Source: an optimization exercise on an open RTL-to-GDS flow (aim: small area). Production flows keep margins and buffers that such runs may drop. No functional check of the RTL was part of this run.

==> flow/design.v <==
module imem_loader #(
  parameter int N = 32
) (
  input  logic         clk,
  input  logic         reset,
  input  logic         start,
  input  logic [6:0]   count,
  input  logic         byte_valid,
  input  logic [7:0]   byte_data,
  output logic         byte_ready,
  output logic         busy,
  output logic         done,
  output logic         err,
  input  logic [5:0]   addr,
  output logic [N-1:0] q
);
  logic [N-1:0]    r_ring [16][4];
  logic [1:0]      r_ph;           
  logic [N-1:0]    r_pend;         
  logic [5:0]      r_paddr;        
  logic            r_pv;           
  logic            r_busy;         
  logic            r_chk;          
  logic            r_done;
  logic            r_err;
  logic [6:0]      r_rem;          
  logic [5:0]      r_wptr;
  logic [1:0]      r_bidx;
  logic [23:0]     r_asm;
  logic [7:0]      r_sum;
  logic            w_xfer;
  logic            w_we;
  logic            w_ins;
  logic [N-1:0]    w_word;
  assign w_xfer = r_busy && !r_chk && byte_valid;
  assign w_we   = reset && w_xfer && (r_bidx == 2'd3);
  assign w_word = {byte_data, r_asm};
  assign w_ins  = r_pv && (r_paddr[1:0] == r_ph);
  always_ff @(posedge clk) begin
    r_ph <= r_ph + 2'd1;
    for (int g = 0; g < 16; g++) begin
      for (int j = 0; j < 3; j++) r_ring[g][j] <= r_ring[g][j+1];
      r_ring[g][3] <= (w_ins && r_paddr[5:2] == 4'(g)) ? r_pend : r_ring[g][0];
    end
  end
  always_ff @(posedge clk) begin
    if (w_we) begin
      r_pend  <= w_word;
      r_paddr <= r_wptr;
      r_pv    <= 1'b1;
    end else if (w_ins) begin
      r_pv    <= 1'b0;
    end
  end
  always_ff @(posedge clk) begin
    if (!reset) begin
      r_busy <= 1'b0;
      r_chk  <= 1'b0;
      r_done <= 1'b0;
      r_err  <= 1'b0;
    end else begin
      r_done <= 1'b0;
      r_err  <= 1'b0;
      if (!r_busy && !r_done) begin
        if (start) begin
          r_busy <= 1'b1;
          r_chk  <= 1'b0;
        end
      end else if (r_busy && r_chk) begin
        if (byte_valid) begin
          r_err  <= (byte_data != r_sum);
          r_busy <= 1'b0;
          r_done <= 1'b1;
        end
      end else if (w_we && r_rem == 7'd0) begin
        r_chk <= 1'b1;
      end
    end
  end
  always_ff @(posedge clk) begin
    if (!r_busy) begin
      r_rem  <= (count == 7'd0) ? 7'd63 : count - 7'd1;
      r_wptr <= 6'd0;
      r_bidx <= 2'd0;
      r_sum  <= 8'd0;
    end else if (w_xfer) begin
      r_sum  <= r_sum + byte_data;
      r_bidx <= r_bidx + 2'd1;
      if (r_bidx == 2'd3) begin
        r_wptr <= r_wptr + 6'd1;
        r_rem  <= r_rem - 7'd1;
      end else begin
        r_asm <= {byte_data, r_asm[23:8]};
      end
    end
  end
  assign byte_ready = r_busy;
  assign busy       = r_busy;
  assign done       = r_done;
  assign err        = r_err;
  logic [3:0] w_g;
  logic [1:0] w_pos;
  assign w_g   = addr[5:2];
  assign w_pos = addr[1:0] - r_ph;
  assign q = (r_pv && r_paddr == addr) ? r_pend : r_ring[w_g][w_pos];
endmodule
==> flow/run.sh <==
#!/bin/bash
# synth_recipe.tcl (not shown) runs the flow's synth.tcl, then flattens the netlist and writes it again
# the make line also repeats each setting of config.mk as NAME=value (left out here)
make -C /OpenROAD-flow-scripts/flow DESIGN_CONFIG=/design/flow/config.mk WORK_HOME=/design/flow/orfs CLKGATE_MAP_FILE= SYNTH_SCRIPT=/design/flow/synth_recipe.tcl finish
==> flow/config.mk <==
export PLATFORM = sky130hd
export DESIGN_NAME = imem_loader
export DESIGN_NICKNAME = imem_loader
export VERILOG_FILES = /design/flow/design.v
export SDC_FILE = /design/flow/constraint.sdc
export NUM_CORES = 4
export LEC_CHECK = 0
export CAP_MARGIN = 20
export CORE_MARGIN = 2
export CORE_UTILIZATION = 50
export SLEW_MARGIN = 20
==> flow/constraint.sdc <==
create_clock -name core_clock -period 10.0 [get_ports {clk}]
set_input_delay 2.0000 -clock core_clock [delete_from_list [all_inputs] [get_ports {clk}]]
set_output_delay 2.0000 -clock core_clock [all_outputs]
set_load 0.01 [all_outputs]
==> summary.txt <==
[through the flow]
| stage | hold WS (ps) | worst slack, ps | instances | util (%) |
|---|---|---|---|---|
| global placement | 326.0 | 767.4 | 6888 | 52.83 |
| global route | 347.4 | 598.8 | 7256 | 57.89 |
| detailed placement | 330.1 | 805.7 | 6888 | 52.84 |
| floorplan | 323.1 | 3360 | 5310 | - |
| finish | 336.7 | 769.1 | 7259 | 57.90 |
| CTS | 337.5 | 760.0 | 7254 | 57.88 |
[state kept, by name (all words and copies together), names as in the netlist, 2 cells and up]
register and count:
r_asm 24, r_pend 32, r_paddr 6, r_ph 2, r_bidx 2, r_ring 2048
r_wptr 6, r_sum 8, r_rem 7
[power breakdown]
part	internal (mW)	switching (mW)
sequential	8.58	0.00981
clock	4.42	3.29
combinational	0.181	0.457
total	13.2	3.76
[worst reg2reg max path, delay by kind of cell, from the launching register on]
kind	cells	cell delay [ps]
buffers and inverters	1	750
multiplexers	1	450
flip-flops	1	500
XOR/XNOR	1	200
AND/OR/NAND/NOR	3	1480
[cell families after synthesis]
family | after synthesis | synth area share (%)
flip-flops | 2140 | 65.41
AO/OA/AOI/OAI | 1325 | 15.05
AND/OR/NAND/NOR | 748 | 5.728
multiplexers | 601 | 10.15
buffers and inverters | 450 | 2.925
XOR/XNOR | 32 | 0.4681
adder cells (fa/ha/maj) | 14 | 0.2707
[path summary, 6_finish.rpt]
path | end | slack [ps] | cells past startpoint
worst max-delay path | q[4] | 770 | 12
worst min-delay path | r_ring[44][8] | 340 | 0
worst max register to register | r_ring[7][2] | 6500 | 6
worst min register to register | r_ring[44][8] | 340 | 0
[layer usage]
| layer | routed length, um | GRT usage [%] |
|---|---|---|
| met1 | 100300 | 47.67 |
| met2 | 108900 | 54.32 |
| met4 | 14160 | 18.86 |
| met3 | 27670 | 8.890 |
| met5 | 116 | 0 |
[area by class of cell]
| type | count | share of cell area, % |
|---|---|---|
| sequential | 2140 | 57.05 |
| multi-input combinational | 2720 | 28.21 |
| clock buffer | 318 | 7.936 |
| timing repair buffer | 249 | 3.002 |
| tap | 1755 | 2.878 |
| clock inverter | 48 | 0.7805 |
| inverter | 25 | 0.1361 |
| antenna | 4 | 0.01312 |
[cell usage in the layout, fill, tap and decap left out, types with 21 or more instances in the layout]
cell / count
clkbuf_16: 206
a31oi_1: 45
a222oi_1: 109
o211ai_1: 37
inv_1: 21
clkbuf_8: 48
nand3_1: 148
clkinv_2: 24
buf_12: 21
a21oi_1: 199
a32oi_1: 53
mux2i_1: 46
nor4_1: 27
a2111oi_0: 23
o22ai_1: 36
nand4_1: 52
clkbuf_1: 64
a22o_1: 69
o21ai_0: 89
nor2_1: 126
nor3_1: 41
buf_4: 167
a221oi_1: 155
mux2_2: 551
and3_1: 36
a22oi_1: 317
a221o_1: 27
o31ai_1: 24
clkdlybuf4s50_1: 57
dfxtp_1: 2071
nand2_1: 182
edfxtp_1: 69
==> results.cfg <==
[clocking]
cts_tree = built
cts-htree-levels = 4
cts.sinks = 2140
numCtsBuffers = 202
cts-resized-gates = 0
clockRootBuffer = clkbuf_16
clockBufferDepth = 3
postCtsHoldBufs = 0
clock_latency_ps = 850
path_clk_slew_ps = 70
post_cts_buffers = 0

[grt]
grt_pass1_wl_um = 351400
antenna_found_initial = 11
grt-ovfl-total = 0
grt_max_degree = 120
grt_pass1_vias = 47100
grt.total_usage_pct = 35.98

[route]
vias = 48330
drtIter0Drc = 7300
detail-route-antenna-nets = 0
firstDrtPassIters = 7
wl_per_cell_um = 34.60
drc = 0
viasPerCell = 6.658
wl_um = 251200

[critical_path]
path_delay_family = buffers and inverters
crit_buf_inv = 5
critPathLaunchType = primary input
crit_slowest_cell = nor4_4
crit_path_max_incr_delay_ps = 940
cp_max_fo = 19
crit_type = in2out
critPathLaunch = addr[0]
rr_startpoint = r_paddr[1]
path_cells = clkdlybuf4s50_1 -> inv_1 -> ha_1 -> nand2b_1 -> buf_4 -> buf_4 -> nor4_4 -> a221oi_1 -> a21oi_1 -> and4bb_1 -> o31ai_1 -> clkdlybuf4s50_1
cp.arrival_ps = 7230
required_ps = 8000
critPathCaptureType = output pin

[yosys]
synthCells = 5310
syn_area_um2 = 66560
yosys.area.top_type = dfxtp_1
avgSynthCellArea_um2 = 12.53
yosysUniqueCellTypes = 89
seq_area_frac_synth_pct = 65.41
syn_nets = 5348
netlist_top_cells_area = dfxtp_1, mux2_2, a22oi_1, edfxtp_1, a221oi_1
synth_most_common_cell = dfxtp_1
synth_common_cells = dfxtp_1, mux2_2, a22oi_1
ys.flop_type = dfxtp_1
synth_edf_count = 69
synth_top_area_share_pct = 62.29
async_reset_ff_share_pct = 0
ys_ff_latch = 2140
synth_warnings = 2

[final_layout]
fill_cells = 10820
register_area_um2 = 43530
synthToLayoutAreaGrowth_pct = 14.65
multiInputGateArea_um2 = 21520
fin_area_um2 = 76310
finish.net_count = 5376
layout-drive-gt1-share_pct = 20.56

[power]
leakage_nw = 28.55
ir_drop_mv = 0.1945
finalPower_mw = 16.94
p_per_area_nw_per_um2 = 222.0

[timing]
setup_tns_ps = 0
final-max-slew-violation-count = 0
period_share_pct = 92.31
tightestPinTransition_ps = 1255
fin_worst_skew_ps = 32.71
hold_viol = 0
rsz0062_at_grt = no
max-slew-margin-rel_pct = 15.69
fmax_mhz = 108.3
final.min_clock_period_ps = 9231
setup_viol = 0

[place]
gp_congestion = 0.9216
placed_area_um2 = 69640
dp_hpwl_um = 145700
portBuffers = 60

[die]
pin_count = 61
core_area_um2 = 131800
num_rows = 133
die-area_um2 = 136000
start_util_pct = 50.50
die_height_um = 368.8
die_x_um = 368.8

[run_status]
status = complete, no violations

[hold_path]
hp-class = reg2reg
hp-start = r_ring[45][8]

[flow_run]
max-cap-violations = 0

## separate check: timing with driven ports
The flow's constraints put no driver on any port. The routed layout listed below was extracted and timed again, unchanged, in two steps. Step 1: set_driving_cell puts a clkbuf_16 on clk and a buf_2 on each other input, an assumption about the parent block. Step 2 times the ports against the registers' clock, not the clock port: input delays grow and output delays shrink by t, the midpoint of the rising clock arrivals with the driver on. a / b / c = no drivers / after step 1 / after step 2; a / b = the first two.
t (ns): 0.909
setup WS [ns]: 0.769 / 0.747 / 0.747
worst register clock-pin slew, ns: 0.07 / 0.07
pins driven straight from the clock port: 1
After both steps setup and hold are still met in this run. The setup slack of this run moves by -0.022 ns with the drivers and by -0.022 ns with both steps.
